This design comes from an exercise in tuning for small area, a short achievable clock period and few clock cycles per item on the open sky130 flow, not from production work. At most, simulation tests tie the RTL to the original design; equivalence was not proved. The RTL of runs 3 and 6 was laid out without a check of its function. Power is estimated from default activity; no workload was simulated.

### run.sh
#!/bin/bash
# synth_recipe.tcl (not shown) runs the flow's synth.tcl, then flattens the netlist and writes it again
# the make line also repeats each setting of config.mk as NAME=value (left out here)
make -C /OpenROAD-flow-scripts/flow DESIGN_CONFIG=/design/flow/config.mk WORK_HOME=/design/flow/orfs CLKGATE_MAP_FILE= SYNTH_SCRIPT=/design/flow/synth_recipe.tcl finish
### config.mk
export PLATFORM = sky130hd
export DESIGN_NAME = rational_add_mul_reduce_core
export DESIGN_NICKNAME = rational_add_mul_reduce_core
export VERILOG_FILES = /design/flow/design.v
export SDC_FILE = /design/flow/constraint.sdc
export NUM_CORES = 4
export LEC_CHECK = 0
export CAP_MARGIN = 0
export CORE_MARGIN = 2
export CORE_UTILIZATION = 40
export SETUP_SLACK_MARGIN = 5
export SLEW_MARGIN = 0
### constraint.sdc
create_clock -name core_clock -period 10.0 [get_ports {clk}]
set_input_delay 2.0000 -clock core_clock [delete_from_list [all_inputs] [get_ports {clk}]]
set_output_delay 2.0000 -clock core_clock [all_outputs]
set_load 0.01 [all_outputs]
### design.v
module rational_add_mul_reduce_core (
  input  logic                               clk,
  input  logic                               rst_n,
  input  logic                               in_tvalid,
  output logic                               in_tready,
  input  logic [63:0]                        in_tdata,
  input  logic [1:0]                         in_tuser,
  output logic                               out_tvalid,
  input  logic                               out_tready,
  output logic [63:0]                        out_tdata,
  output logic [0:0]                         out_tuser
);
  localparam int K  = 3;               
  localparam int SW = $clog2(K + 1);
  localparam logic [1:0] REQ_MUL  = 2'd0;
  localparam logic [1:0] REQ_ADD  = 2'd1;
  localparam logic [1:0] REQ_CMP  = 2'd2;
  localparam logic [1:0] REQ_NONE = 2'd3;
  localparam logic [1:0] S_FREE = 2'd0;
  localparam logic [1:0] S_M2   = 2'd1;
  localparam logic [1:0] S_M3   = 2'd2;
  localparam logic [1:0] S_LOOP = 2'd3;
  logic        pend_r;
  logic [1:0]  req_r;
  logic        a_neg_r, b_neg_r;
  logic [15:0] a_mag_r, b_mag_r;
  logic [14:0] a_den_r, b_den_r;
  logic [1:0]  pidx_r;                   
  logic        xa_r, yb_r;               
  logic [31:0] hs_r, hc_r;               
  logic        hv_r;                     
  logic [1:0]  w_req_r;
  logic        w_aneg_r, w_bneg_r, w_azero_r;
  logic [1:0]  st_r;
  logic [30:0] u_r;
  logic [29:0] v_r;
  logic [31:0] n00_r, n01_r;    
  logic [29:0] n10_r, n11_r;    
  logic        eq_r;
  logic        out_valid_r;
  logic [1:0]  st_nxt;
  logic [30:0] u_nxt;
  logic [29:0] v_nxt;
  logic [31:0] n00_nxt, n01_nxt;
  logic [29:0] n10_nxt, n11_nxt;
  logic        eq_nxt, out_valid_nxt, neg;
  logic [31:0] dif;
  logic        ge, uv_eq, u_zero, done, both_odd, both_even;
  logic [30:0] du;
  logic [29:0] dv;
  logic [31:0] sum0;
  logic [29:0] sum1;
  logic [SW-1:0] s_d, s_u, s_v, s_b, s_uu, s_vv, s_c0, s_c1;
  assign dif       = {1'b0, u_r} - {2'b0, v_r};
  assign ge        = !dif[31];
  assign du        = dif[30:0];
  assign dv        = v_r - u_r[29:0];
  assign uv_eq     = (u_r == {1'b0, v_r});
  assign u_zero    = (u_r == '0);
  assign done      = uv_eq || u_zero;
  assign sum0      = n00_r + n01_r;
  assign sum1      = n10_r + n11_r;
  assign both_odd  = u_r[0] & v_r[0];
  assign both_even = !u_r[0] & !v_r[0];
  always_comb begin
    s_d = SW'(K);
    s_u = SW'(K);
    s_v = SW'(K);
    s_b = SW'(K);
    for (int i = K - 1; i >= 1; i--) begin
      if (du[i])           s_d = SW'(i);
      if (u_r[i])          s_u = SW'(i);
      if (v_r[i])          s_v = SW'(i);
      if (u_r[i] | v_r[i]) s_b = SW'(i);
    end
    s_uu = both_odd ? s_d : (both_even ? s_b : s_u);
    s_vv = both_odd ? s_d : (both_even ? s_b : s_v);
    s_c0 = both_odd ? s_d : s_u;
    s_c1 = both_odd ? s_d : s_v;
  end
  logic [30:0] u_sh;
  logic [29:0] v_sh;
  logic [31:0] n00_sh, n01_sh;
  logic [29:0] n10_sh, n11_sh;
  assign u_sh   = (both_odd ? du : u_r) >> s_uu;
  assign v_sh   = (both_odd ? dv : v_r) >> s_vv;
  assign n00_sh = n00_r << s_c0;
  assign n10_sh = n10_r << s_c0;
  assign n01_sh = n01_r << s_c1;
  assign n11_sh = n11_r << s_c1;
  logic [15:0] in_a_num, in_b_num;
  logic [14:0] in_a_den, in_b_den;
  assign in_a_num = in_tdata[15:0];
  assign in_a_den = in_tdata[30:16];
  assign in_b_num = in_tdata[46:31];
  assign in_b_den = in_tdata[61:47];
  logic       out_free, m1_go, m2_go, m3_go, none_go, h_take, h_load, last;
  logic       consume, consume_early, accept;
  logic [1:0] pidx_nxt, req_nxt;
  assign out_free = !out_valid_r || out_tready;
  assign m1_go    = hv_r && ((st_r == S_FREE) || (st_r == S_LOOP && done) ||
                            (st_r == S_M3 && w_req_r == REQ_CMP));
  assign m2_go    = hv_r && (st_r == S_M2) && out_free;
  assign m3_go    = (st_r == S_M3) && (hv_r || w_req_r == REQ_CMP);
  assign none_go  = !hv_r && (st_r == S_FREE) && pend_r && (req_r == REQ_NONE) && out_free;
  assign h_take   = m1_go || m2_go || (m3_go && w_req_r != REQ_CMP);
  assign h_load   = pend_r && (req_r != REQ_NONE) && (!hv_r || h_take);
  assign last     = (pidx_r == ((req_r == REQ_ADD) ? 2'd2 : 2'd1));
  assign consume  = (h_load && last) || none_go;
  always_comb begin
    consume_early = 1'b0;
    if (pend_r) begin
      if (req_r == REQ_NONE)
        consume_early = (st_r == S_FREE) && !hv_r && !out_valid_r;
      else
        consume_early = last && (!hv_r || st_r == S_FREE || st_r == S_M3 ||
                                 (st_r == S_M2 && !out_valid_r));
    end
  end
  assign in_tready = !pend_r || consume_early;
  assign accept    = in_tvalid && in_tready;
  assign pidx_nxt = consume ? 2'd0 : (h_load ? pidx_r + 2'd1 : pidx_r);
  assign req_nxt  = accept ? in_tuser : req_r;
  logic [15:0] mul_x, mul_y;
  logic [31:0] mul_p;
  assign mul_x = xa_r ? a_mag_r : {1'b0, a_den_r};
  assign mul_y = yb_r ? b_mag_r : {1'b0, b_den_r};
  assign mul_p = hs_r + hc_r;
  function automatic logic [63:0] csa(input logic [31:0] a, input logic [31:0] b,
                                      input logic [31:0] c);
    csa = {((a & b) | (a & c) | (b & c)) << 1, a ^ b ^ c};
  endfunction
  logic [31:0] pp [15];
  logic [63:0] l1 [5];
  logic [63:0] l2 [3];
  logic [63:0] l3 [2];
  logic [63:0] l4, l5, l6;
  always_comb begin
    pp[0] = mul_x[15] ? {1'b0, mul_y, 15'd0} :
            mul_y[15] ? {1'b0, mul_x, 15'd0} :
            mul_y[0]  ? {17'd0, mul_x[14:0]} : 32'd0;
    for (int i = 1; i < 15; i++)
      pp[i] = mul_y[i] ? (32'(mul_x[14:0]) << i) : 32'd0;
    for (int i = 0; i < 5; i++)
      l1[i] = csa(pp[3*i], pp[3*i+1], pp[3*i+2]);
    l2[0] = csa(l1[0][31:0], l1[0][63:32], l1[1][31:0]);
    l2[1] = csa(l1[1][63:32], l1[2][31:0], l1[2][63:32]);
    l2[2] = csa(l1[3][31:0], l1[3][63:32], l1[4][31:0]);
    l3[0] = csa(l2[0][31:0], l2[0][63:32], l2[1][31:0]);
    l3[1] = csa(l2[1][63:32], l2[2][31:0], l2[2][63:32]);
    l4 = csa(l3[0][31:0], l3[0][63:32], l3[1][31:0]);
    l5 = csa(l4[31:0], l4[63:32], l3[1][63:32]);
    l6 = csa(l5[31:0], l5[63:32], l1[4][63:32]);
  end
  always_comb begin
    st_nxt        = st_r;
    u_nxt         = u_r;
    v_nxt         = v_r;
    n00_nxt       = n00_r;
    n01_nxt       = n01_r;
    n10_nxt       = n10_r;
    n11_nxt       = n11_r;
    eq_nxt        = eq_r;
    out_valid_nxt = out_valid_r && !out_tready;
    neg           = 1'b0;
    case (st_r)
      S_FREE: begin
        if (none_go) begin
          n01_nxt       = '0;
          n11_nxt       = 30'd1;
          eq_nxt        = 1'b0;
          out_valid_nxt = 1'b1;
        end
      end
      S_M2: begin
        if (m2_go) begin
          case (w_req_r)
            REQ_MUL: begin
              neg     = w_aneg_r ^ w_bneg_r;
              v_nxt   = mul_p[29:0];
              n00_nxt = neg ? 32'hFFFF_FFFF : 32'd1;
              n01_nxt = '0;
              n10_nxt = '0;
              n11_nxt = 30'd1;
              st_nxt  = S_LOOP;
            end
            REQ_CMP: begin
              v_nxt  = mul_p[29:0];
              st_nxt = S_M3;
            end
            default: begin
              v_nxt   = mul_p[29:0];
              n01_nxt = mul_p;
              st_nxt  = S_M3;
            end
          endcase
        end
      end
      S_M3: begin
        if (m3_go && w_req_r == REQ_CMP) begin
          eq_nxt        = uv_eq && ((w_aneg_r == w_bneg_r) || w_azero_r);
          n01_nxt       = '0;
          n11_nxt       = 30'd1;
          out_valid_nxt = 1'b1;
          st_nxt        = S_FREE;
        end else if (m3_go) begin
          if (w_aneg_r == w_bneg_r) begin
            u_nxt = sum0[30:0];
            neg   = w_aneg_r;
          end else if (ge) begin
            u_nxt = du;
            neg   = w_aneg_r;
          end else begin
            u_nxt = {1'b0, dv};
            neg   = w_bneg_r;
          end
          v_nxt   = mul_p[29:0];
          n00_nxt = neg ? 32'hFFFF_FFFF : 32'd1;
          n01_nxt = '0;
          n10_nxt = '0;
          n11_nxt = 30'd1;
          st_nxt  = S_LOOP;
        end
      end
      default: begin
        if (done) begin
          eq_nxt        = 1'b0;
          out_valid_nxt = 1'b1;
          st_nxt        = S_FREE;
        end
        if (uv_eq) begin
          n01_nxt = sum0;
          n11_nxt = sum1;
        end else begin
          if (both_even || !u_r[0] || (both_odd && ge))
            u_nxt = u_sh;
          if (both_even || !v_r[0] || (both_odd && !ge))
            v_nxt = v_sh;
          if ((!u_r[0] && v_r[0]) || (both_odd && ge)) begin
            n00_nxt = n00_sh;
            n10_nxt = n10_sh;
          end else if (both_odd) begin
            n00_nxt = sum0;
            n10_nxt = sum1;
          end
          if ((u_r[0] && !v_r[0]) || (both_odd && !ge)) begin
            n01_nxt = n01_sh;
            n11_nxt = n11_sh;
          end else if (both_odd && ge) begin
            n01_nxt = sum0;
            n11_nxt = sum1;
          end
        end
      end
    endcase
    if (m1_go) begin
      u_nxt   = mul_p[30:0];
      n00_nxt = mul_p;
      st_nxt  = S_M2;
    end
  end
  always_ff @(posedge clk) begin
    if (!rst_n) begin
      st_r        <= S_FREE;
      pend_r      <= 1'b0;
      pidx_r      <= 2'd0;
      hv_r        <= 1'b0;
      xa_r        <= 1'b1;
      yb_r        <= 1'b0;
      out_valid_r <= 1'b0;
    end else begin
      st_r        <= st_nxt;
      pend_r      <= accept || (pend_r && !consume);
      pidx_r      <= pidx_nxt;
      hv_r        <= h_load || (hv_r && !h_take);
      xa_r        <= (pidx_nxt == 2'd0);
      yb_r        <= (pidx_nxt == 2'd0) ? (req_nxt == REQ_MUL) :
                     ((pidx_nxt == 2'd1) && (req_nxt != REQ_MUL));
      out_valid_r <= out_valid_nxt;
    end
  end
  always_ff @(posedge clk) begin
    if (accept) begin
      req_r   <= in_tuser;
      a_neg_r <= in_a_num[15];
      b_neg_r <= in_b_num[15];
      a_mag_r <= in_a_num[15] ? (~in_a_num + 16'd1) : in_a_num;
      b_mag_r <= in_b_num[15] ? (~in_b_num + 16'd1) : in_b_num;
      a_den_r <= (in_a_den == '0) ? 15'd1 : in_a_den;
      b_den_r <= (in_b_den == '0) ? 15'd1 : in_b_den;
    end
  end
  always_ff @(posedge clk) begin
    if (m1_go) begin
      w_req_r   <= req_r;
      w_aneg_r  <= a_neg_r;
      w_bneg_r  <= b_neg_r;
      w_azero_r <= (a_mag_r == '0);
    end
  end
  always_ff @(posedge clk) begin
    if (h_load) begin
      hs_r <= l6[31:0];
      hc_r <= l6[63:32];
    end
  end
  always_ff @(posedge clk) begin
    u_r   <= u_nxt;
    v_r   <= v_nxt;
    n00_r <= n00_nxt;
    n01_r <= n01_nxt;
    n10_r <= n10_nxt;
    n11_r <= n11_nxt;
    eq_r  <= eq_nxt;
  end
  assign out_tvalid = out_valid_r;
  assign out_tdata  = {2'b00, n11_r, n01_r};
  assign out_tuser  = eq_r;
endmodule
==> results.json, run 1 <==
{
  "status": "finished clean",
  "port_buffers": 132,
  "critPathBufInv": 3,
  "start_kind": "flop",
  "layout_commonest_cell": "nand2_1",
  "core_sq_mm": 0.0820,
  "final-max-slew-violation-count": 0,
  "yosys_warnings": 5,
  "synth_top_area_share_pct": 28.2,
  "synth_cells": 3678,
  "rsz0062_at_grt": "no",
  "grt_pass1_vias": 27965,
  "crit_chain": "buf_4 > mux2i_2 > nor2_1 > fa_1 > inv_1 > fa_1 > fa_1 > fa_1 > fa_1 > inv_1 > fa_1",
  "timing.rr.end": "hs_r[15]$_DFFE_PN_",
  "die-area_sq_mm": 0.0851,
  "path_class": "flop to flop",
  "reg2reg_setup_slack_ns": 5.15,
  "vias": 28526,
  "drtAntennaViolNets": 0,
  "wl_per_cell_um": 22.1,
  "h-tree-depth": 2,
  "fin_tns_setup_ns": 0,
  "r2r-start": "yb_r$_SDFF_PN0_",
  "ys_ff_latch": 322,
  "cpMostUsedCell": "fa_1",
  "drive_gt1_share_pct": 7.03,
  "finalHoldViolCount": 0,
  "gr-total-overflow": 0,
  "skew_ns": 0.0163,
  "grt.total_usage_pct": 24.6,
  "whs_path_depth": 2,
  "drc": 0,
  "wirelength_um": 106000,
  "initial_core_util_pct": 40.4,
  "clk_pin_slew_ns": 0.06,
  "min_period_over_period_pct": 48.5,
  "synth_ff_type": "edfxtp_1",
  "synth_area_sq_mm": 0.0331,
  "grt_pass1_wl_um": 165000,
  "drt_pass1_iterations": 6,
  "synthToLayoutAreaGrowth_pct": 11.8,
  "clock.fmax_mhz": 206,
  "clock_latency_ns": 0.57,
  "synthArstFlopShare_pct": 0,
  "nNetsFinal": 4164,
  "leakagePower_uw": 0.0149,
  "synthTopCellsByArea": "edfxtp_1 (28%), fa_1 (11%), ha_1 (7.8%)",
  "first_iter_violations": 2614,
  "worstMarginPinSlew_ns": 1.24,
  "cts_buffers": 40,
  "crit_family": "adder cells",
  "dpl_cell_area_sq_mm": 0.0355,
  "holdWs_ns": 0.527,
  "antenna_found_initial": 2,
  "grt_max_degree": 92,
  "die_x_um": 292,
  "min_from": "pend_r$_SDFF_PN0_",
  "ios": 137,
  "setup_viol_count_final": 0,
  "min_to": "hv_r$_SDFF_PN0_",
  "drv_cap": 0,
  "cp_slowest_cell": "mux2i_2",
  "ir_drop_mv": 0.210,
  "cts-root-buf": "clkbuf_16",
  "layout_common_cells": "nand2_1 (437), nor2_1 (358), edfxtp_1 (311), a21oi_1 (265), inv_1 (263)",
  "hpwl_um": 79700,
  "synth_edf_count": 311,
  "clock_sinks": 322,
  "relSlewSlack_pct": 17.2,
  "required_ns": 10.30,
  "min_path_type": "flop to flop",
  "gp_congestion": 0.923,
  "cp-end-kind": "flop",
  "synth.avg_cell_area_sq_um": 9.00,
  "fp.dieH_um": 292,
  "synth_cell_type_count": 90,
  "arrival_ns": 5.15,
  "crit_path_max_fanout": 24,
  "synth_top_area_cell": "edfxtp_1",
  "period_minus_slack_ns": 4.85,
  "fp-row-count": 105,
  "slowest_delay_ns": 0.69,
  "clockBufferDepth": 3,
  "power_density_mw_per_mm2": 261,
  "synth_seq_area_share_pct": 28.9,
  "rr_worst_depth": 11,
  "cts_hold_buffers": 0,
  "fin_area_sq_mm": 0.0370,
  "cts_tree": "yes",
  "vias_per_cell": 5.95
}
## state kept, by name (all words and copies together) (netlist names), 2 cells and up
register  cells
b_mag_r      16
u_r          31
n11_r        30
a_mag_r      16
v_r          30
pidx_r        2
b_den_r      15
n01_r        32
hs_r         31
st_r          2
a_den_r      15
req_r         2
hc_r         25
n10_r        30
w_req_r       2
n00_r        32
## worst min-delay path: stages (launching register included)
cell	delay [ns]
dfxtp_1	0.35
nand2_1	0.06
a21boi_0	0.06
## kinds of logic after synthesis
group | after synthesis | synth area share (%)
other cells | 1 | 0.0113
flops | 322 | 28.9
simple gates | 1115 | 14.8
xor+xnor | 184 | 4.87
mux | 223 | 7.83
compound gates | 941 | 18.5
buf+inv | 495 | 5.80
fa+ha+maj | 397 | 19.3
## Yosys cell counts, drive strengths merged (46+ instances only)
cell / instances
a211oi: 52
a21oi: 268
buf: 46
clkbuf: 183
edfxtp: 311
fa: 190
ha: 207
inv: 266
mux2i: 163
nand2: 439
nand3: 68
nor2: 360
o211ai: 54
o21ai: 213
xnor2: 115
xor2: 69
## per-stage QoR
step	worst slack, ns	util [%]	std cells	total power (uW)
after floorplan	5.06	-	3679	6230
after global placement	4.53	43.3	4716	7980
after detailed placement	4.63	43.3	4716	8140
after CTS	4.99	45.0	4788	9660
after global routing	4.97	45.1	4795	10600
final	5.15	45.1	4797	9650
## power breakdown
| part | internal (uW) | total [uW] | leakage [uW] | switching, uW |
|---|---|---|---|---|
| Combinational | 2320 | 5960 | 0.0112 | 3640 |
| Sequential | 2070 | 2200 | 0.00300 | 134 |
| Clock | 887 | 1490 | 0.000636 | 605 |
| Total | 5270 | 9650 | 0.0149 | 4380 |
## final cells by class
class                           count  area (sq um)
Fill cell                        8081         45000
Multi-Input combinational cell   2862         21900
Sequential cell                   322          9560
Timing Repair Buffer              204          1900
Tap cell                         1070          1340
Clock buffer                       50          1070
Inverter                          266          1000
Clock inverter                     20           230
Timing Repair inverter              1          5.00
Antenna cell                        2          5.00
## layer usage
| layer | share of wire (%) | vias up | track usage (%) | wire length [um] |
|---|---|---|---|---|
| met4 | 4.8 | 0 | 10.5 | 5140 |
| met3 | 7.0 | 279 | 3.88 | 7470 |
| met2 | 47 | 1169 | 40.7 | 49600 |
| li1 | - | 13197 | - | - |
| met1 | 41 | 13881 | 31.8 | 44000 |
| met5 | 0 | - | 0 | 0 |
## worst max path at each step
stage | from | endpoint | cells past startpoint
4_1_cts | yb_r$_SDFF_PN0_ | hs_r[23]$_DFFE_PN_ | 13
5_1_grt | xa_r$_SDFF_PN1_ | hs_r[23]$_DFFE_PN_ | 13
3_5_place_dp | u_r[14]$_DFFE_PP_ | n00_r[30]$_DFFE_PP_ | 12
2_1_floorplan | yb_r$_SDFF_PN0_ | hs_r[23]$_DFFE_PN_ | 15
3_3_place_gp | u_r[14]$_DFFE_PP_ | n00_r[30]$_DFFE_PP_ | 12
6_report | yb_r$_SDFF_PN0_ | hs_r[15]$_DFFE_PN_ | 11
## what timing repair did
item,CTS,global route
pin swaps,1,0
cloned,1,0
setup endpoints to repair,84,73
resized for setup,8,10
buffers inserted,1,7
Testbench counts, summed over its fixed seeds: cycles 33,070, items 1,920.
==> run 2, diff against run 1 <==
--- a/config.mk
+++ b/config.mk
@@ -7,3 +7,3 @@
 export LEC_CHECK = 0
-export CAP_MARGIN = 0
+export CAP_MARGIN = 20
 export CORE_MARGIN = 2
@@ -11,2 +11,2 @@
 export SETUP_SLACK_MARGIN = 5
-export SLEW_MARGIN = 0
+export SLEW_MARGIN = 20
==> run 2 against run 1 <==
  * Count of clock-buffer cells in the layout fell by 2
  * Global-route usage barely moved
  * Via count barely moved
  * Still clean
  * Synthesized area did not move
  * Clock skew rose by 0.012 ns
  * Register-to-register slack barely moved
  * Highest routed layer unchanged
  * Critical endpoint is now hs_r[14]$_DFFE_PN_
  * Sequential share of layout area rose by 0.055 points
  * Critical path depth did not move
  * First-iteration DRC count fell by 9.6%
==> results.json, run 2 <==
{
  "grt_pass1_vias": 28280,
  "seqPwrFrac_pct": 23.1,
  "path_class": "flop to flop",
  "cp_slowest_cell": "mux2i_4",
  "gp_congestion": 0.923,
  "wl_per_cell_um": 22.1,
  "hpwl_um": 80000,
  "drt_pass1_iterations": 6,
  "slowest_delay_ns": 0.68,
  "grt.total_usage_pct": 24.6,
  "vias_per_cell": 5.93,
  "cts_tree": "yes",
  "final-max-slew-violation-count": 0,
  "min_from": "pend_r$_SDFF_PN0_",
  "cts_hold_buffers": 0,
  "cts_buffers": 40,
  "crit_chain": "buf_4 > mux2i_4 > nor2_1 > fa_1 > inv_1 > fa_1 > fa_1 > fa_1 > fa_1 > fa_1 > inv_1",
  "crit_path_max_fanout": 24,
  "p_int_uw": 5160,
  "gr-total-overflow": 0,
  "status": "finished clean",
  "clock.fmax_mhz": 207,
  "worstMarginPinSlew_ns": 1.28,
  "clock_sinks": 322,
  "fin_tns_setup_ns": 0,
  "drive_gt1_share_pct": 7.12,
  "switchingPower_uw": 4360,
  "p_total_uw": 9520,
  "rr_worst_depth": 11,
  "clockPowerShare_pct": 14.6,
  "synth_seq_area_share_pct": 28.9,
  "min_period_over_period_pct": 48.4,
  "drtAntennaViolNets": 0,
  "nNetsFinal": 4169,
  "finalHoldViolCount": 0,
  "rsz0062_at_grt": "no",
  "synth_top_area_share_pct": 28.2,
  "nFillCells": 8058,
  "synth_cells": 3678,
  "min_path_type": "flop to flop",
  "clockBufferDepth": 3,
  "arrival_ns": 5.15,
  "r2r-start": "yb_r$_SDFF_PN0_",
  "first_iter_violations": 2363,
  "synth_edf_count": 311,
  "reg_top3": "n00_r x32, n01_r x32",
  "fp-row-count": 105,
  "required_ns": 10.32,
  "port_buffers": 132,
  "ios": 137,
  "p_comb_share_pct": 62.3,
  "synth_area_sq_mm": 0.0331,
  "ys_ff_latch": 322,
  "drv_cap": 0,
  "period_minus_slack_ns": 4.84,
  "cp-startpoint": "yb_r$_SDFF_PN0_",
  "vias": 28504,
  "yosysMostFrequentCell": "nand2_1",
  "whs_path_depth": 2,
  "grt_max_degree": 92,
  "yosys_warnings": 5,
  "setup_viol_count_final": 0,
  "synthTopCellsByArea": "edfxtp_1 (28%), fa_1 (11%), ha_1 (7.8%)",
  "synth_ff_type": "edfxtp_1",
  "holdWs_ns": 0.530,
  "p_sw_share_pct": 45.8,
  "synth_cell_type_count": 90,
  "n_antenna_cell": 0,
  "synth_top_area_cell": "edfxtp_1",
  "layout_common_cells": "nand2_1 (437), nor2_1 (357), edfxtp_1 (311), a21oi_1 (265), inv_1 (263)",
  "clk_pin_slew_ns": 0.06,
  "die_x_um": 292,
  "leakagePower_uw": 0.0148,
  "cp-end-kind": "flop",
  "synthToLayoutAreaGrowth_pct": 11.6,
  "layout_commonest_cell": "nand2_1",
  "die-area_sq_mm": 0.0851,
  "drc": 0,
  "skew_ns": 0.0285,
  "relSlewSlack_pct": 13.8,
  "start_kind": "flop",
  "ir_drop_mv": 0.203,
  "ys_top_cells_by_count": "nand2_1 (439), nor2_1 (360), edfxtp_1 (311)",
  "synthArstFlopShare_pct": 0,
  "grt_pass1_wl_um": 165000,
  "worst_slack_ns": 5.16,
  "cpMostUsedCell": "fa_1",
  "clock_latency_ns": 0.57,
  "h-tree-depth": 2,
  "antenna_found_initial": 1,
  "synth.avg_cell_area_sq_um": 9.00,
  "pre_cts_slack_ns": 4.59,
  "initial_core_util_pct": 40.4,
  "fp.dieH_um": 292,
  "power_density_mw_per_mm2": 258,
  "wirelength_um": 106000,
  "core_sq_mm": 0.0820,
  "cts-root-buf": "clkbuf_16"
}
==> run 2: changes by cell type in the layout (fill, tap and decap cells not counted), moves of 2 or more <==
cell / delta
buf_4: +4
clkinvlp_4: +3
clkinv_2: +3
diode_2: -2
clkinv_1: +5
bufinv_16: -4
==> run 2: logic make-up (layout without fill, tap and decap cells) <==
kind of cell / count (synthesis) / count (layout) / share of synthesized area, %
simple gates: 1115 / 1115 / 14.8
compound gates: 941 / 941 / 18.5
buf+inv: 495 / 550 / 5.80
fa+ha+maj: 397 / 397 / 19.3
flops: 322 / 322 / 28.9
mux: 223 / 223 / 7.83
xor+xnor: 184 / 184 / 4.87
other cells: 1 / 2 / 0.0113
==> run 2: final timing paths <==
kind	to	slack [ns]
setup / recovery	hs_r[14]$_DFFE_PN_	5.16
setup reg to reg	hs_r[14]$_DFFE_PN_	5.16
hold / removal	hv_r$_SDFF_PN0_	0.53
hold reg to reg	hv_r$_SDFF_PN0_	0.53
==> run 2: per-layer routing <==
| metal | track usage (%) | wire length [um] | part of all wire (%) | vias to the layer above |
|---|---|---|---|---|
| met5 | 0 | 0 | 0 | - |
| li1 | - | - | - | 13212 |
| met1 | 31.9 | 44500 | 42 | 13861 |
| met2 | 40.4 | 48800 | 46 | 1153 |
| met3 | 3.98 | 7450 | 7.0 | 278 |
| met4 | 10.8 | 5290 | 5.0 | 0 |
==> run 2: through the flow <==
stage | cell area (sq um) | utilization [%] | cells
6_report | 36900 | 45.0 | 4804
5_1_grt | 36900 | 45.0 | 4804
4_1_cts | 36800 | 44.9 | 4794
3_5_place_dp | 35500 | 43.3 | 4718
3_3_place_gp | 35500 | 43.3 | 4716
2_1_floorplan | 33100 | - | 3679
==> run 2: area by class of cell <==
type	instances	area [sq um]	share of cell area, %
clock buffers	48	1050	2.85
repair inverters	1	5.00	0.0136
clock inverters	26	159	0.430
flip-flops and latches	322	9560	25.9
inverters	266	1000	2.72
repair buffers	209	1930	5.23
multi-input cells	2862	21900	59.2
well taps	1070	1340	3.63
==> run 2: critical path, delay by kind of cell (launching register included) <==
kind / cells / cell delay (ns)
adders and majority gates: 6 / 2.99
buffers and inverters: 3 / 0.46
DFF: 1 / 0.30
muxes: 1 / 0.68
and+or+nand+nor: 1 / 0.13
==> run 2: timing repair <==
| action | 4_1_cts | 5_1_grt |
|---|---|---|
| pin swaps | 1 | 0 |
| setup endpoints to repair | 85 | 72 |
| gates resized for setup | 7 | 9 |
| cloned | 1 | 0 |
| buffers inserted | 1 | 10 |
==> run 2: power by group through the flow <==
stage	Sequential, uW	Clock (uW)	Combinational, uW
finish	2200	1390	5930
global route	2220	1460	6840
CTS	2200	1420	5940
detailed placement	2230	0	5920
global placement	2230	0	5750
floorplan	2170	0	4060
==> run 3, diff against run 2 <==
--- a/design.v
+++ b/design.v
@@ -12,3 +12,3 @@
 );
-  localparam int K  = 3;               
+  localparam int K  = 4;               
   localparam int SW = $clog2(K + 1);
==> run 3 against run 2 <==
  * Hold slack worse by 0.030 ns
  * Design area up 9.0%
  * Synthesized area up 9.1%
  * Wire length up 18%
  * Critical path type unchanged
==> results.json, run 3 <==
{
  "reg_top3": "n00_r x32, n01_r x32",
  "hpwl_um": 94500,
  "nNetsFinal": 4522,
  "drive_gt1_share_pct": 7.20,
  "clockBufferDepth": 3,
  "final_cells": 5264,
  "setup_viol_count_final": 0,
  "synthArstFlopShare_pct": 0,
  "clock_latency_ns": 0.58,
  "start_kind": "flop",
  "ys_ff_latch": 322,
  "min_path_type": "flop to flop",
  "grt_pass1_vias": 30594,
  "worstMarginPinSlew_ns": 1.24,
  "wl_per_cell_um": 23.7,
  "synth_ff_type": "edfxtp_1",
  "period_minus_slack_ns": 4.87,
  "cts_hold_buffers": 0,
  "layout_common_cells": "nand2_1 (433), nor2_1 (376), edfxtp_1 (311), mux2i_1 (296), inv_1 (278)",
  "synth_area_sq_mm": 0.0361,
  "switchingPower_uw": 4740,
  "clockPowerShare_pct": 15.2,
  "yosysMostFrequentCell": "nand2_1",
  "required_ns": 10.24,
  "yosys_warnings": 5,
  "arrival_ns": 5.11,
  "seqPwrFrac_pct": 21.9,
  "ys_top_cells_by_count": "nand2_1 (436), nor2_1 (379), edfxtp_1 (311)",
  "rsz0062_at_grt": "yes",
  "utilization_pct": 44.9,
  "synth_top_area_cell": "edfxtp_1",
  "cp_slowest_cell": "edfxtp_1",
  "p_int_uw": 5420,
  "core_sq_mm": 0.0897,
  "ir_drop_mv": 0.208,
  "worst_slack_ns": 5.13,
  "path_class": "flop to flop",
  "p_sw_share_pct": 46.7,
  "die_x_um": 304,
  "finalHoldViolCount": 0,
  "cts-root-buf": "clkbuf_16",
  "grt.total_usage_pct": 26.1,
  "drv_cap": 0,
  "place_inst": 5173,
  "clock_sinks": 322,
  "synthTopCellsByArea": "edfxtp_1 (26%), fa_1 (11%), mux2i_1 (8.5%)",
  "vias_per_cell": 6.11,
  "clock.fmax_mhz": 206,
  "h-tree-depth": 2,
  "gp_congestion": 0.954,
  "fin_tns_setup_ns": 0,
  "p_comb_share_pct": 62.9,
  "ios": 137,
  "pre_cts_slack_ns": 4.28,
  "synthToLayoutAreaGrowth_pct": 11.5,
  "relSlewSlack_pct": 16.8,
  "grt_max_degree": 72,
  "leakagePower_uw": 0.0165,
  "crit_chain": "inv_1 > ha_2 > or4b_1 > nor4_4 > nand4_4 > nand2_4 > a21oi_1 > nand2b_1 > clkinv_2 > buf_6 > nor2_1 > buf_4 > a211oi_4 > buf_6",
  "first_iter_violations": 3230,
  "synth_cell_type_count": 101,
  "status": "finished clean",
  "cts_tree": "yes",
  "final-max-slew-violation-count": 0,
  "gr-total-overflow": 0,
  "cpMostUsedCell": "buf_6",
  "critPathBufInv": 5,
  "power_density_mw_per_mm2": 252,
  "synth_edf_count": 311,
  "cp-end-kind": "flop",
  "antenna_found_initial": 4,
  "synth_cells": 4066,
  "p_total_uw": 10200,
  "grt_pass1_wl_um": 189000,
  "synth.avg_cell_area_sq_um": 8.88,
  "vias": 32173,
  "crit_path_max_fanout": 47,
  "min_period_over_period_pct": 48.7,
  "fp-row-count": 110,
  "drt_pass1_iterations": 6,
  "synth_top_area_share_pct": 25.9,
  "synth_seq_area_share_pct": 26.5,
  "wirelength_um": 125000,
  "clk_pin_slew_ns": 0.06,
  "slowest_delay_ns": 0.60,
  "port_buffers": 132,
  "crit_family": "simple AND/OR/NAND/NOR gates",
  "drc": 0,
  "layout_commonest_cell": "nand2_1",
  "die-area_sq_mm": 0.0927,
  "drtAntennaViolNets": 0,
  "fp.dieH_um": 304,
  "initial_core_util_pct": 40.2,
  "cts_buffers": 42,
  "skew_ns": 0.0354
}
[run 3: cell count changes after synthesis, moves of 19 or more]
cell	delta
a21oi_1	-39
o311ai_0	+27
nor3_1	+24
a311oi_1	+25
buf_2	+34
o211a_1	+19
nor2_1	+19
a211oi_1	+26
mux2i_1	+145
[run 3: per-layer routing]
| layer | GRT usage (%) | up-vias | wire length [um] |
|---|---|---|---|
| met4 | 9.79 | 2 | 5100 |
| met3 | 3.83 | 272 | 10500 |
| met2 | 41.5 | 1514 | 56700 |
| met1 | 35.9 | 15609 | 52400 |
| li1 | - | 14776 | - |
| met5 | 0 | - | 13 |
[run 3: area by class of cell]
type                    count  area [sq um]
inverters                 282          1060
repair buffers            216          2040
clock inverters            28           287
well taps                1176          1470
clock buffers              48          1070
flip-flops and latches    322          9560
diodes                      2          5.00
fillers                  8866         49500
multi-input cells        3190         24800
[run 3: final timing paths]
path	startpoint	endpoint	slack (ns)	depth (start not counted)
setup / recovery	u_r[5]$_DFFE_PP_	n00_r[4]$_DFFE_PP_	5.13	14
hold reg to reg	a_neg_r$_DFFE_PP_	w_aneg_r$_DFFE_PP_	0.50	0
hold / removal	a_neg_r$_DFFE_PP_	w_aneg_r$_DFFE_PP_	0.50	0
setup reg to reg	u_r[5]$_DFFE_PP_	n00_r[4]$_DFFE_PP_	5.13	14
[run 3: metrics by stage]
step	instance area, sq um	hold slack [ns]
after floorplan	36100	0.400
after global placement	38500	0.472
after detailed placement	38500	0.480
after CTS	40000	0.501
after global routing	40300	0.508
final	40300	0.500
[run 3: cells by family after synthesis]
group / Yosys count / share of synthesized area (%)
simple gates: 1218 / 15.2
xor+xnor: 160 / 3.88
flops: 322 / 26.5
fa+ha+maj: 399 / 17.8
mux: 351 / 10.2
compound gates: 1059 / 20.3
other cells: 1 / 0.0104
buf+inv: 556 / 6.18
[run 3: power groups by stage]
stage	logic [uW]	clock network [uW]	registers [uW]
finish	6390	1540	2230
global route	7270	1610	2240
CTS	6370	1570	2220
detailed placement	6310	0	2250
global placement	6210	0	2240
floorplan	4340	0	2170
[run 3: what timing repair did]
action                                  4_1_cts  5_1_grt
pin swaps                                     2        0
buffers inserted                              2       10
endpoints found under the setup margin      156      204
cloned                                        1        0
resized for setup                            24       29
==> run 4, diff against run 3 <==
--- a/design.v
+++ b/design.v
@@ -12,3 +12,3 @@
 );
-  localparam int K  = 4;               
+  localparam int K  = 3;               
   localparam int SW = $clog2(K + 1);
==> flow/run.sh (new file) <==
#!/bin/bash
set -euo pipefail
MARGIN=6.0
grep -q 'SETUP_SLACK_MARGIN=5' standard.sh
sed "s/SETUP_SLACK_MARGIN=5/SETUP_SLACK_MARGIN=${MARGIN}/" standard.sh > standard_margin.sh
bash standard_margin.sh > standard_margin.log 2>&1
test -s out/final.def
==> standard.sh (new file) <==
#!/bin/bash
# synth_recipe.tcl (not shown) runs the flow's synth.tcl, then flattens the netlist and writes it again
# the make line also repeats each setting of config.mk as NAME=value (left out here)
make -C /OpenROAD-flow-scripts/flow DESIGN_CONFIG=/design/flow/config.mk WORK_HOME=/design/flow/orfs CLKGATE_MAP_FILE= SYNTH_SCRIPT=/design/flow/synth_recipe.tcl "${@:-finish}"
removed: run.sh
==> run 4 against run 3 <==
  * Utilization up 3.7 points
  * Synthesized cell count down 9.5%
  * Hold slack better by 0.029 ns
  * Sequential power about the same
  * Cell count down 6.4%
  * Via count down 8.5%
  * Global-route usage down 0.72 points
  * Critical path depth down 3
  * Fmax up 5.0%
  * Count of clock-buffer cells in the layout up 5
  * Sequential share of layout area up 0.32 points
  * Register-to-register slack better by 0.23 ns
  * Critical path type unchanged
  * Largest cell class unchanged
==> results.json, run 4 <==
{
  "pre_cts_slack_ns": 4.22,
  "synth-compound-area-share_pct": 18.5,
  "period_minus_slack_ns": 4.63,
  "cts_hold_buffers": 0,
  "gp_congestion": 0.947,
  "antenna_found_initial": 1,
  "start_kind": "flop",
  "place_inst": 4697,
  "leakagePower_uw": 0.0157,
  "cts-root-buf": "clkbuf_16",
  "final-max-slew-violation-count": 0,
  "muxShareOfSynthArea_pct": 7.83,
  "reg_top3": "n00_r x32, n01_r x32",
  "holdWs_ns": 0.529,
  "grt_pass1_vias": 28918,
  "clock_latency_ns": 0.59,
  "clk_pin_slew_ns": 0.06,
  "finalHoldViolCount": 0,
  "port_buffers": 132,
  "synthArstFlopShare_pct": 0,
  "rsz0062_at_grt": "yes",
  "synth_top_area_share_pct": 28.2,
  "nNetsFinal": 4292,
  "core_sq_mm": 0.0820,
  "gr-total-overflow": 0,
  "vias": 29432,
  "drc": 0,
  "p_total_uw": 10600,
  "fin_tns_setup_ns": 0,
  "multi_input_area_sq_mm": 0.0232,
  "fp.dieH_um": 292,
  "first_iter_violations": 2831,
  "drive_gt1_share_pct": 15.9,
  "synth_edf_count": 311,
  "p_comb_share_pct": 65.0,
  "n_antenna_cell": 0,
  "ios": 137,
  "path_class": "flop to flop",
  "layout_commonest_cell": "nand2_1",
  "synth_seq_area_share_pct": 28.9,
  "min_period_over_period_pct": 46.3,
  "vias_per_cell": 5.97,
  "synth_cell_type_count": 90,
  "p_int_uw": 5830,
  "drv_cap": 0,
  "crit_path_max_fanout": 4,
  "arrival_ns": 4.97,
  "grt_pass1_wl_um": 169000,
  "cp-startpoint": "yb_r$_SDFF_PN0_",
  "synthToLayoutAreaGrowth_pct": 20.3,
  "power_density_mw_per_mm2": 266,
  "seqPwrFrac_pct": 20.9,
  "drt_pass1_iterations": 8,
  "nFillCells": 7668,
  "worstMarginPinSlew_ns": 1.28,
  "layout_common_cells": "nand2_1 (430), nor2_1 (324), edfxtp_1 (311), a21oi_1 (261), inv_1 (237)",
  "wirelength_um": 112000,
  "synth_top_area_cell": "edfxtp_1",
  "ys_top_cells_by_count": "nand2_1 (439), nor2_1 (360), edfxtp_1 (311)",
  "seqCellArea_sq_mm": 0.00958,
  "required_ns": 10.33,
  "synth_xor_xnor_area_share_pct": 4.87,
  "synth_ff_type": "edfxtp_1",
  "grt.total_usage_pct": 25.3,
  "yosysMostFrequentCell": "nand2_1",
  "clock.fmax_mhz": 216,
  "cts_buffers": 42,
  "synth_cells": 3678,
  "switchingPower_uw": 4750,
  "ir_drop_mv": 0.269,
  "synthSimpleGateAreaFrac_pct": 14.8,
  "h-tree-depth": 2,
  "synth_area_sq_mm": 0.0331,
  "status": "finished clean",
  "initial_core_util_pct": 40.4,
  "skew_ns": 0.0305,
  "cts_tree": "yes",
  "drtAntennaViolNets": 0,
  "fp-row-count": 105,
  "setup_viol_count_final": 0,
  "p_sw_share_pct": 44.9,
  "cp-end-kind": "flop",
  "relSlewSlack_pct": 14.1,
  "hpwl_um": 80200,
  "die-area_sq_mm": 0.0851,
  "clock_sinks": 322,
  "grt_max_degree": 92,
  "synth.avg_cell_area_sq_um": 9.00,
  "synth_top_family_by_area": "adder cells",
  "yosys_warnings": 5,
  "wl_per_cell_um": 22.7,
  "worst_slack_ns": 5.37,
  "synthTopCellsByArea": "edfxtp_1 (28%), fa_1 (11%), ha_1 (7.8%)",
  "ys_ff_latch": 322,
  "die_x_um": 292,
  "clockPowerShare_pct": 14.1,
  "synthAdderAreaFrac_pct": 19.3,
  "min_from": "req_r[1]$_DFF_P_",
  "final_cells": 4927,
  "r2r-start": "yb_r$_SDFF_PN0_",
  "clockBufferDepth": 3,
  "min_path_type": "flop to flop"
}
==> run 4: changes by cell type after synthesis, sizes merged, moves of 25 or more <==
cell	change
a211oi	-26
a311oi	-25
o311ai	-30
a21oi	+38
buf	-52
mux2i	-145
==> run 4: cells by family after synthesis <==
kind of cell / after synthesis
buffers and inverters: 495
adder cells (fa/ha/maj): 397
multiplexers: 223
flip-flops: 322
AO/OA/AOI/OAI: 941
other: 1
XOR/XNOR: 184
AND/OR/NAND/NOR: 1115
==> run 4: power by group through the flow <==
stage | Sequential (uW) | Combinational [uW] | Clock [uW]
global route | 2230 | 7720 | 1570
detailed placement | 2260 | 5950 | 0
global placement | 2260 | 5800 | 0
floorplan | 2180 | 4150 | 0
finish | 2210 | 6880 | 1490
CTS | 2210 | 6330 | 1520
==> run 4: path summary, 6_finish.rpt <==
kind | to | slack, ns | depth (start not counted)
setup / recovery | hs_r[14]$_DFFE_PN_ | 5.37 | 11
hold / removal | req_r[1]$_DFF_P_ | 0.53 | 1
setup reg to reg | hs_r[14]$_DFFE_PN_ | 5.37 | 11
hold reg to reg | req_r[1]$_DFF_P_ | 0.53 | 1
==> run 4: routing by layer <==
metal / wire length, um / GRT usage [%]
met5: 0 / 0
met1: 45700 / 32.6
met2: 52800 / 42.6
met3: 7880 / 3.29
met4: 5530 / 11.4
==> run 4: repair_timing <==
| action | 4_1_cts | 5_1_grt |
|---|---|---|
| pin swaps | 21 | 60 |
| hold endpoints to repair | 0 | 0 |
| setup buffers | 104 | 41 |
| resized for setup | 179 | 158 |
| endpoints found under the setup margin | 387 | 235 |
| cloned | 4 | 5 |
==> run 4: final cells by class <==
class,count,area share [%]
repair buffers,327,8.59
clock inverters,23,0.559
inverters,266,2.53
flip-flops and latches,322,24.1
multi-input cells,2866,58.2
clock buffers,53,2.74
well taps,1070,3.36
==> run 4: per-stage QoR <==
step           util, %  instance area, sq um
2_1_floorplan        -                 33600
3_3_place_gp      43.5                 35600
3_5_place_dp      43.5                 35700
4_1_cts           47.2                 38700
5_1_grt           48.6                 39800
6_report          48.6                 39800
==> run 4: critical path, cell delays in order, from the launching register on <==
cell     delay, ns
dfxtp_4       0.38
buf_4         0.16
buf_4         0.14
mux2i_4       0.19
or2_2         0.35
fa_1          0.59
fa_1          0.47
fa_1          0.54
fa_1          0.57
fa_1          0.43
fa_2          0.53
inv_1         0.03
Testbench counts of run 4, summed over its fixed seeds: cycles 33,070, items 1,920.
==> run 5, diff against run 4 <==
--- a/flow/run.sh
+++ b/flow/run.sh
@@ -2,3 +2,3 @@
 set -euo pipefail
-MARGIN=6.0
+MARGIN=5.5
 grep -q 'SETUP_SLACK_MARGIN=5' standard.sh
==> run 5 against run 4 <==
  * Still clean on timing, DRC and antenna
  * First-iteration DRC count down 7.4%
  * Clock skew down 0.0065 ns
  * Setup slack better by 0.11 ns
  * Via count down 2.4%
  * Critical path type unchanged
==> results.json, run 5 <==
{
  "status": "finished clean",
  "worst_slack_ns": 5.48,
  "cts_tree": "yes",
  "layout_common_cells": "nand2_1 (435), nor2_1 (353), edfxtp_1 (311), a21oi_1 (263), inv_1 (257)",
  "grt_pass1_vias": 28299,
  "grt.total_usage_pct": 25.1,
  "synth_ff_type": "edfxtp_1",
  "synth_top_area_cell": "edfxtp_1",
  "crit_chain": "buf_6 > buf_16 > mux2i_4 > buf_12 > buf_16 > nor2_1 > fa_1 > inv_1 > fa_1 > fa_2 > inv_1 > fa_1 > fa_1 > ha_1",
  "ys_ff_latch": 322,
  "skew_ns": 0.0239,
  "clock_latency_ns": 0.58,
  "start_kind": "flop",
  "gp_congestion": 0.937,
  "synth_area_sq_mm": 0.0331,
  "routed.top_layer": "met4",
  "fp-row-count": 105,
  "cpMostUsedCell": "fa_1",
  "power_density_mw_per_mm2": 258,
  "synthArstFlopShare_pct": 0,
  "synth.avg_cell_area_sq_um": 9.00,
  "drv_cap": 0,
  "clockBufferDepth": 3,
  "vias": 28739,
  "synthToLayoutAreaGrowth_pct": 16.2,
  "synth_top_area_share_pct": 28.2,
  "crit_family": "adder cells",
  "whs_path_depth": 2,
  "vias_per_cell": 5.89,
  "clock_sinks": 322,
  "wl_met3_um": 8170,
  "cp.depth": 14,
  "fin_tns_setup_ns": 0,
  "cts_hold_buffers": 0,
  "worstMarginPinSlew_ns": 1.20,
  "gr-total-overflow": 0,
  "hpwl_um": 80200,
  "slowest_delay_ns": 0.58,
  "yosys_warnings": 5,
  "relSlewSlack_pct": 19.5,
  "period_minus_slack_ns": 4.52,
  "reg_top3": "n00_r x32, n01_r x32",
  "cp-end-kind": "flop",
  "final-max-slew-violation-count": 0,
  "die_x_um": 292,
  "fp.dieH_um": 292,
  "min_path_type": "flop to flop",
  "h-tree-depth": 2,
  "clock.fmax_mhz": 221,
  "wl_met2_um": 51700,
  "nFillCells": 7850,
  "synthTopCellsByArea": "edfxtp_1 (28%), fa_1 (11%), ha_1 (7.8%)",
  "first_iter_violations": 2621,
  "synth_seq_area_share_pct": 28.9,
  "crit_path_max_fanout": 8,
  "grt_max_degree": 92,
  "p_total_uw": 9920,
  "drive_gt1_share_pct": 11.3,
  "wl_per_cell_um": 22.5,
  "synth_cells": 3678,
  "synth_edf_count": 311,
  "cp_slowest_cell": "fa_2",
  "ys_top_cells_by_count": "nand2_1 (439), nor2_1 (360), edfxtp_1 (311)",
  "initial_core_util_pct": 40.4,
  "port_buffers": 132,
  "critPathBufInv": 6,
  "yosysMostFrequentCell": "nand2_1",
  "drt-met1-wl_um": 44800,
  "path_class": "flop to flop",
  "rr_worst_depth": 14,
  "required_ns": 10.31,
  "wirelength_um": 110000,
  "ios": 137,
  "pre_cts_slack_ns": 4.66,
  "arrival_ns": 4.83,
  "min_period_over_period_pct": 45.2,
  "cts-root-buf": "clkbuf_16",
  "nNetsFinal": 4255,
  "leakagePower_uw": 0.0154,
  "ir_drop_mv": 0.237,
  "core_sq_mm": 0.0820,
  "setup_viol_count_final": 0,
  "die-area_sq_mm": 0.0851,
  "drt_pass1_iterations": 10,
  "drc": 0,
  "antenna_found_initial": 1,
  "cts_buffers": 40,
  "finalHoldViolCount": 0,
  "clk_pin_slew_ns": 0.06,
  "layout_commonest_cell": "nand2_1",
  "synth_cell_type_count": 90,
  "rsz0062_at_grt": "yes",
  "drtAntennaViolNets": 0,
  "grt_pass1_wl_um": 168000,
  "n_antenna_cell": 0
}
run 5: changes by cell type in the layout (fill, tap and decap cells not counted), moves of 9 or more:
| cell | change |
|---|---|
| fa_1 | +22 |
| ha_2 | -9 |
| fa_2 | -22 |
| buf_6 | -20 |
| inv_1 | +20 |
| nor2_1 | +29 |
| nor2_4 | -11 |
| ha_4 | -20 |
| ha_1 | +29 |
| inv_2 | -17 |
| nor2_2 | -18 |
run 5: kinds of logic (layout without fill, tap and decap cells):
| logic type | count (synthesis) | after routing | share of synthesized area [%] |
|---|---|---|---|
| flip-flops | 322 | 322 | 28.9 |
| other | 1 | 2 | 0.0113 |
| buffers and inverters | 495 | 625 | 5.80 |
| adder cells (fa/ha/maj) | 397 | 397 | 19.3 |
| AO/OA/AOI/OAI | 941 | 943 | 18.5 |
| multiplexers | 223 | 223 | 7.83 |
| XOR/XNOR | 184 | 184 | 4.87 |
| AND/OR/NAND/NOR | 1115 | 1115 | 14.8 |
run 5: tightest hold or removal path: cells and delay by family (launching register included):
family	cells	cell delay, ns
AOI/OAI and AO/OA	1	0.07
DFF	1	0.35
and+or+nand+nor	1	0.07
run 5: cell type report:
type                            count  area [sq um]  share of cell area (%)
Tap cell                         1070          1340                    3.48
Clock buffer                       50          1060                    2.76
Inverter                          266           998                    2.60
Sequential cell                   322          9570                    24.9
Clock inverter                     15           131                   0.342
Multi-Input combinational cell   2864         22400                    58.1
Timing Repair Buffer              294          3010                    7.82
run 5: timing repair:
action | 4_1_cts | 5_1_grt
setup buffers | 75 | 27
gates cloned | 5 | 2
gates resized for setup | 87 | 70
pin swaps | 17 | 39
setup endpoints to repair | 253 | 137
run 5: path summary, 6_finish.rpt:
kind	start	endpoint	slack, ns
setup / recovery	yb_r$_SDFF_PN0_	hs_r[11]$_DFFE_PN_	5.48
hold / removal	pend_r$_SDFF_PN0_	hv_r$_SDFF_PN0_	0.54
setup reg to reg	yb_r$_SDFF_PN0_	hs_r[11]$_DFFE_PN_	5.48
hold reg to reg	pend_r$_SDFF_PN0_	hv_r$_SDFF_PN0_	0.54
run 5: metal layers:
| layer | GRT usage [%] | vias up |
|---|---|---|
| met5 | 0 | - |
| met3 | 3.72 | 247 |
| met2 | 41.6 | 1233 |
| li1 | - | 13378 |
| met1 | 32.8 | 13881 |
| met4 | 10.6 | 0 |
run 5: stage by stage:
step,hold slack (ns),cells,instance area (sq um),utilization [%]
2_1_floorplan,0.400,3679,33300,-
3_3_place_gp,0.520,4707,35500,43.3
3_5_place_dp,0.527,4707,35500,43.3
4_1_cts,0.536,4852,38000,46.3
5_1_grt,0.562,4881,38500,46.9
6_report,0.536,4881,38500,46.9
run 5: report_power, final:
group / switching, uW / total, uW / internal [uW]
Sequential: 144 / 2210 / 2070
Combinational: 3760 / 6310 / 2550
Clock: 605 / 1400 / 798
==> run 6, diff against run 5 <==
--- a/design.v
+++ b/design.v
@@ -52,3 +52,3 @@
   logic [29:0] sum1;
-  logic [SW-1:0] s_d, s_u, s_v, s_b, s_uu, s_vv, s_c0, s_c1;
+  logic [SW-1:0] s_d, s_u, s_v, s_uu, s_vv, s_c0, s_c1;
   assign dif       = {1'b0, u_r} - {2'b0, v_r};
@@ -68,3 +68,2 @@
     s_v = SW'(K);
-    s_b = SW'(K);
     for (int i = K - 1; i >= 1; i--) begin
@@ -73,8 +72,7 @@
       if (v_r[i])          s_v = SW'(i);
-      if (u_r[i] | v_r[i]) s_b = SW'(i);
     end
-    s_uu = both_odd ? s_d : (both_even ? s_b : s_u);
-    s_vv = both_odd ? s_d : (both_even ? s_b : s_v);
-    s_c0 = both_odd ? s_d : s_u;
-    s_c1 = both_odd ? s_d : s_v;
+    s_uu = both_odd ? s_d : s_u;
+    s_vv = both_odd ? s_d : s_v;
+    s_c0 = both_odd ? s_d : (both_even ? s_u - s_v : s_u);
+    s_c1 = both_odd ? s_d : (both_even ? s_v - s_u : s_v);
   end
@@ -238,3 +236,3 @@
             v_nxt = v_sh;
-          if ((!u_r[0] && v_r[0]) || (both_odd && ge)) begin
+          if ((!u_r[0] && v_r[0]) || (both_odd && ge) || (both_even && s_u > s_v)) begin
             n00_nxt = n00_sh;
@@ -245,3 +243,3 @@
           end
-          if ((u_r[0] && !v_r[0]) || (both_odd && !ge)) begin
+          if ((u_r[0] && !v_r[0]) || (both_odd && !ge) || (both_even && s_v > s_u)) begin
             n01_nxt = n01_sh;
==> run.sh (new file) <==
#!/bin/bash
# synth_recipe.tcl (not shown) runs the flow's synth.tcl, then flattens the netlist and writes it again
# the make line also repeats each setting of config.mk as NAME=value (left out here)
make -C /OpenROAD-flow-scripts/flow DESIGN_CONFIG=/design/flow/config.mk WORK_HOME=/design/flow/orfs CLKGATE_MAP_FILE= SYNTH_SCRIPT=/design/flow/synth_recipe.tcl finish
removed: flow/run.sh
removed: standard.sh
==> run 6 against run 5 <==
  * Still clean
  * Non-clock buffer count decreased by 75
  * Synthesized area is 2.1% higher
  * Sequential power about the same
  * Cell count grew 2.1%
  * Sequential share of layout area increased by 0.38 points
  * Via count rose by 3.0%
  * Count of clock-buffer cells in the layout grew 2
  * Die area up 2.0%
  * Clock skew is 0.031 ns higher
  * Utilization down 1.7 points
  * Register-to-register slack worse by 0.38 ns
  * Setup slack got worse by 0.38 ns
  * Critical endpoint is now u_r[16]$_DFFE_PP_
  * Highest routed layer unchanged
==> results.json, run 6 <==
{
  "required_ns": 10.44,
  "final_cells": 4983,
  "power_density_mw_per_mm2": 262,
  "min_period_over_period_pct": 49.0,
  "gr-total-overflow": 0,
  "wirelength_um": 116000,
  "synth_cell_type_count": 102,
  "relSlewSlack_pct": 12.0,
  "reg_top3": "n00_r x32, n01_r x32",
  "multi_input_area_sq_mm": 0.0224,
  "start_kind": "flop",
  "final-max-slew-violation-count": 0,
  "clock_sinks": 322,
  "drc": 0,
  "yosysMostFrequentCell": "nand2_1",
  "crit_path_max_fanout": 27,
  "cts-root-buf": "clkbuf_16",
  "r2r-start": "u_r[24]$_DFFE_PP_",
  "layout_commonest_cell": "nand2_1",
  "grt_pass1_vias": 28716,
  "ir_drop_mv": 0.200,
  "nFillCells": 8114,
  "drive_gt1_share_pct": 6.96,
  "drt_pass1_iterations": 6,
  "die-area_sq_mm": 0.0868,
  "cts_hold_buffers": 0,
  "synth_cells": 3789,
  "vias": 29601,
  "fin_tns_setup_ns": 0,
  "clockBufferDepth": 3,
  "synth_edf_count": 311,
  "ys_top_cells_by_count": "nand2_1 (453), nor2_1 (350), edfxtp_1 (311)",
  "first_iter_violations": 3232,
  "core_sq_mm": 0.0837,
  "synthArstFlopShare_pct": 0,
  "synth_ff_type": "edfxtp_1",
  "clock.fmax_mhz": 204,
  "cp-startpoint": "u_r[24]$_DFFE_PP_",
  "port_buffers": 132,
  "synth.avg_cell_area_sq_um": 8.92,
  "wl_per_cell_um": 23.3,
  "yosys_warnings": 5,
  "fp.dieH_um": 295,
  "initial_core_util_pct": 40.4,
  "synth_area_sq_mm": 0.0338,
  "setup_viol_count_final": 0,
  "arrival_ns": 5.34,
  "gp_congestion": 0.961,
  "leakagePower_uw": 0.0155,
  "period_minus_slack_ns": 4.90,
  "cp-end-kind": "flop",
  "worst_slack_ns": 5.10,
  "layout_common_cells": "nand2_1 (452), nor2_1 (346), edfxtp_1 (311), inv_1 (275), a21oi_1 (257)",
  "clk_pin_slew_ns": 0.06,
  "skew_ns": 0.0552,
  "crit_chain": "inv_1 > ha_1 > nand4_1 > nor4_2 > buf_4 > a21oi_1 > a21oi_1 > o21ai_2 > buf_4 > clkinvlp_4 > buf_4 > nor2_1 > nand2_1 > o311ai_1 > a21oi_1 > o211ai_1",
  "grt.total_usage_pct": 26.3,
  "synth_seq_area_share_pct": 28.3,
  "h-tree-depth": 2,
  "seqCellArea_sq_mm": 0.00956,
  "finalHoldViolCount": 0,
  "synth_top_area_share_pct": 27.6,
  "ys_ff_latch": 322,
  "synthTopCellsByArea": "edfxtp_1 (28%), fa_1 (11%), ha_1 (7.7%)",
  "path_class": "flop to flop",
  "utilization_pct": 45.2,
  "worstMarginPinSlew_ns": 1.31,
  "min_path_type": "flop to flop",
  "vias_per_cell": 5.94,
  "rsz0062_at_grt": "yes",
  "grt_pass1_wl_um": 176000,
  "fp-row-count": 106,
  "n_antenna_cell": 0,
  "antenna_found_initial": 0,
  "cts_tree": "yes",
  "ios": 137,
  "hpwl_um": 85500,
  "drv_cap": 0,
  "nNetsFinal": 4288,
  "cts_buffers": 42,
  "grt_max_degree": 68,
  "die_x_um": 295,
  "clock_latency_ns": 0.60,
  "synth_top_area_cell": "edfxtp_1",
  "pre_cts_slack_ns": 4.77,
  "cp_slowest_cell": "o311ai_1",
  "slowest_delay_ns": 0.57,
  "status": "finished clean",
  "min_from": "b_neg_r$_DFFE_PP_",
  "place_inst": 4893,
  "drtAntennaViolNets": 0,
  "synthToLayoutAreaGrowth_pct": 12.0
}
[run 6: metal layers]
metal	vias up	GRT usage (%)	wire, um
li1	13610	-	-
met4	0	10.7	5060
met5	-	0	0
met3	249	4.22	9440
met2	1420	41.8	52200
met1	14322	35.6	49300
[run 6: worst max-delay path: cells and delay by family (launching register included)]
family | cells | cell delay, ns
compound gates | 6 | 1.28
fa+ha+maj | 1 | 0.54
buf+inv | 5 | 1.22
flops | 1 | 0.51
simple gates | 4 | 1.14
[run 6: logic make-up (layout without fill, tap and decap cells)]
| family | count (synthesis) | in the layout | synth area share (%) |
|---|---|---|---|
| buf+inv | 515 | 573 | 6.15 |
| other cells | 1 | 2 | 0.0111 |
| compound gates | 935 | 936 | 18.1 |
| simple gates | 1179 | 1179 | 15.6 |
| xor+xnor | 162 | 162 | 4.20 |
| flops | 322 | 322 | 28.3 |
| fa+ha+maj | 400 | 400 | 19.1 |
| mux | 275 | 275 | 8.52 |
[run 6: area by class of cell]
cell class | count | share of cell area, %
well taps | 1134 | 3.75
clock inverters | 23 | 0.628
clock buffers | 52 | 2.93
inverters | 279 | 2.78
flip-flops and latches | 322 | 25.3
repair buffers | 219 | 5.38
multi-input cells | 2954 | 59.3
[run 6: worst paths after layout]
kind / end / slack (ns) / cells after the start
worst min register to register: w_bneg_r$_DFFE_PP_ / 0.45 / 0
worst max register to register: u_r[16]$_DFFE_PP_ / 5.10 / 16
worst min-delay path: w_bneg_r$_DFFE_PP_ / 0.45 / 0
worst max-delay path: u_r[16]$_DFFE_PP_ / 5.10 / 16
[run 6: power by group]
part	total (uW)	switching [uW]	internal, uW
clock	1550	635	913
sequential	2200	130	2070
combinational	6180	3810	2370
[run 6: per-stage QoR]
stage / hold slack [ns] / power, uW / instance area (sq um)
after floorplan: 0.400 / 6280 / 33800
after global placement: 0.403 / 8130 / 36200
after detailed placement: 0.425 / 8290 / 36200
after CTS: 0.448 / 9880 / 37600
after global routing: 0.459 / 10800 / 37800
final: 0.447 / 9930 / 37800
[run 6: timing repair]
item                                    in CTS  in global routing
endpoints found under the setup margin      25                 52
cloned                                       0                  1
buffers inserted                             0                 14
resized for setup                            9                  6
endpoints found under the hold margin        0                  0
pin swaps                                    0                  2

what the ideal ports hide:
The flow's constraints put no driver on any port. The routed layouts listed below were extracted and timed again, unchanged, in two steps.
Step 1: set_driving_cell puts a clkbuf_16 on clk and a buf_2 on each other input, an assumption about the parent block.
Step 2 moves the port delays by t, midway between the first and last clock arrival at a register: inputs arrive t later, outputs are due t later. That takes back most of the time a late clock gives input paths.
Three values: no drivers, after step 1, after step 2; two values: the first two.
run | shift t [ns] | setup WS [ns] | hold slack, ns | worst setup path after step 2 | worst register clock-pin slew, ns
run 1 | 0.617 | 5.154 / 5.154 / 5.154 | 0.527 / 0.527 / 0.527 | register to register | 0.06 / 0.06
run 2 | 0.619 | 5.163 / 5.146 / 5.163 | 0.530 / 0.530 / 0.530 | register to register | 0.06 / 0.06
run 3 | 0.629 | 5.134 / 5.134 / 5.134 | 0.500 / 0.500 / 0.500 | register to register | 0.06 / 0.06
run 4 | 0.643 | 5.367 / 5.367 / 5.367 | 0.529 / 0.529 / 0.529 | register to register | 0.07 / 0.07
run 5 | 0.625 | 5.479 / 5.479 / 5.479 | 0.536 / 0.536 / 0.536 | register to register | 0.07 / 0.07
run 6 | 0.641 | 5.100 / 5.100 / 5.015 | 0.447 / 0.447 / 0.447 | input to register | 0.06 / 0.06
After both steps setup and hold are still met in every run listed. The setup slack of run 6, which loses most, moves by 0.000 ns with the drivers and by -0.085 ns with both steps.
